What follows belongs to an exercise in optimizing a design on an open flow for small area, a short achievable clock period and few clock cycles; a production flow would make more cautious choices.
Only simulation tests tie the RTL to the original design; equivalence was not proved.
Power is estimated from default activity; no workload was simulated.

Design nnAccelerator, start of the top module:
module nnAccelerator (
	input  logic                 CLOCK1_50,
	input  logic                 resetHidden,
	input  logic                 busWrite,
	input  logic [2:0]           busSel,
	input  logic [1:0]           busNeuron,
	input  logic [8-1:0]   busAddr,
	input  logic [32-1:0]  busWriteData,
	output logic [32-1:0]  busReadData
);
Size in the first run: about 80 I/O pins, ~110000 µm² of cells after synthesis.
export LEC_CHECK = 0
export CAP_MARGIN = 20
export CORE_MARGIN = 2
export CORE_UTILIZATION = 40
export SLEW_MARGIN = 20
create_clock -name core_clock -period 10.0 [get_ports {CLOCK1_50}]
standard.sh (not shown) runs the stock make flow with config.mk's settings and CLKGATE_MAP_FILE= SYNTH_SCRIPT=/design/flow/synth_recipe.tcl, a recipe that flattens the netlist after the stock synthesis.
==> flow/flow/run.sh <==
#!/bin/bash
# Standard layout, with timing repair aiming below the clock period by
# SETUP_SLACK_MARGIN (the clock period and constraints are unchanged).
set -euo pipefail
bash standard.sh SETUP_SLACK_MARGIN=6.3 finish > make_finish.log 2>&1
Testbench counts at the start, summed over its fixed seeds: cycles 1,856.
Rerun with:
--- a/flow/flow/run.sh
+++ b/flow/flow/run.sh
@@ -5 +5 @@
-bash standard.sh SETUP_SLACK_MARGIN=6.3 finish > make_finish.log 2>&1
+bash standard.sh SETUP_SLACK_MARGIN=6.0 finish > make_finish.log 2>&1
- CORE_UTILIZATION: 40 -> 60
The new run produced a clean layout.
Flip-flop and latch count does not change.
Utilization grows by 21 points.
Worst hold slack loses 0.054 ns.
First-iteration DRC count shrinks by a few percent.
Register-to-register slack loses 0.39 ns.
Total power shrinks slightly.
Worst setup slack loses 0.23 ns.
Non-clock buffer count shrinks by 73.
Routed wire length shrinks by a few percent.
Count of clock-buffer cells in the layout grows by 18.

---

Starting RTL as in the previous note.
export LEC_CHECK = 0
export CAP_MARGIN = 20
export CORE_MARGIN = 2
export CORE_UTILIZATION = 70
export SLEW_MARGIN = 20
create_clock -name core_clock -period 10.0 [get_ports {CLOCK1_50}]
==> flow/flow/run.sh <==
#!/bin/bash
# Standard layout, with timing repair aiming below the clock period by
# SETUP_SLACK_MARGIN (the clock period and constraints are unchanged).
set -euo pipefail
bash standard.sh SETUP_SLACK_MARGIN=6.3 finish > make_finish.log 2>&1
The starting point finished clean.
Testbench counts at the start, summed over its fixed seeds: cycles 1,856.
Then changed:
==> flow/run.sh (new file) <==
#!/bin/bash
# synth_recipe.tcl (not shown) runs the flow's synth.tcl, then flattens the netlist and writes it again
# the make line also repeats each setting of config.mk as NAME=value (left out here)
make -C /OpenROAD-flow-scripts/flow DESIGN_CONFIG=/design/flow/config.mk WORK_HOME=/design/flow/orfs CLKGATE_MAP_FILE= SYNTH_SCRIPT=/design/flow/synth_recipe.tcl finish
Settings changed: CORE_UTILIZATION 70 to 60, CTS_CLUSTER_DIAMETER set to 100, CTS_CLUSTER_SIZE set to 24, SETUP_SLACK_MARGIN set to 5.
removed: flow/flow/run.sh
removed: flow/standard.sh
Cell count fell by 0.70%.
Critical path depth shrinks by 6.
Wire length is lower by 3.3%.
Total power fell by 15%.
Die area climbs by 16%.
Clock skew fell by 0.060 ns.
Cell area came out lower by 6.9%.
Hold slack improves by 0.0078 ns.
Non-clock buffer count falls by 187.
Core utilization went down by 16 points.
Then changed:
==> flow/flow/run.sh (new file) <==
#!/bin/bash
# Standard layout, with timing repair aiming below the clock period by
# SETUP_SLACK_MARGIN (the clock period and constraints are unchanged).
set -euo pipefail
bash standard.sh SETUP_SLACK_MARGIN=6.3 finish > make_finish.log 2>&1
==> flow/standard.sh (new file) <==
#!/bin/bash
# synth_recipe.tcl (not shown) runs the flow's synth.tcl, then flattens the netlist and writes it again
# the make line also repeats each setting of config.mk as NAME=value (left out here)
make -C /OpenROAD-flow-scripts/flow DESIGN_CONFIG=/design/flow/config.mk WORK_HOME=/design/flow/orfs CLKGATE_MAP_FILE= SYNTH_SCRIPT=/design/flow/synth_recipe.tcl "${@:-finish}"
Settings changed: CTS_CLUSTER_DIAMETER 100 to 150, SETUP_SLACK_MARGIN 5 to not set.
removed: flow/run.sh
Register-to-register slack improved by 1.3 ns.
First-iteration DRC count is higher by 5.3%.
Maximum frequency went up by 36%.
Routed wire length climbs by 5.4%.
Global-route usage increases by 1.7 points.
Non-clock buffer count climbs by 162.
Cell count went up by 1.5%.
Synthesized area is unchanged.
Via count went up by 2.9%.
Power went up by 5.0%.
Die area stays the same.
Then changed:
Settings changed: CTS_CLUSTER_DIAMETER 150 to 100, PLACE_DENSITY set to 0.75.
The changed run passed the timing, DRC and antenna checks.
Routed wire length shrinks by 4.4%.
First-iteration DRC count is higher by 9.7%.
Cell area barely changes.
Count of clock-buffer cells in the layout falls by 15.
Global-route usage goes down by 1.9 points.
Core utilization barely changes.
Worst setup slack gets worse by 0.10 ns.
Sequential share of layout area is about the same.

what the ideal ports hide:
The flow's constraints put no driver on any port. The routed layouts listed below were extracted and timed again, unchanged, in two steps.
Step 1: set_driving_cell puts a clkbuf_16 on CLOCK1_50 and a buf_2 on each other input, an assumption about the parent block.
Step 2 times the ports against the registers' clock, not the clock port: input delays grow and output delays shrink by t, the midpoint of the rising clock arrivals with the driver on.
a / b / c = no drivers / after step 1 / after step 2; a / b = the first two.
run | shift t [ns] | setup WS [ns] | hold WS [ns] | worst slew at a driven data input, ns | pins driven straight from the clock port
the first run of note 1 | 0.998 | 6.157 / 6.076 / 5.078 | 0.466 / 0.466 / 0.466 | 0.26 | 1
the second run of note 1 | 0.954 | 5.925 / 5.925 / 5.101 | 0.412 / 0.412 / 0.412 | 0.10 | 1
the first run of note 2 | 0.962 | 6.199 / 6.131 / 5.170 | 0.457 / 0.457 / 0.457 | 0.19 | 1
the second run of note 2 | 0.899 | 4.945 / 5.002 / 4.103 | 0.465 / 0.465 / 0.465 | 0.14 | 1
the third run of note 2 | 0.907 | 6.284 / 6.218 / 5.311 | 0.457 / 0.457 / 0.457 | 0.22 | 1
the fourth run of note 2 | 0.903 | 6.184 / 6.106 / 5.204 | 0.468 / 0.468 / 0.468 | 0.16 | 1
After both steps setup and hold are still met in every run listed. The setup slack of the first run of note 1, which loses most, moves by -0.081 ns with the drivers and by -1.079 ns with both steps.
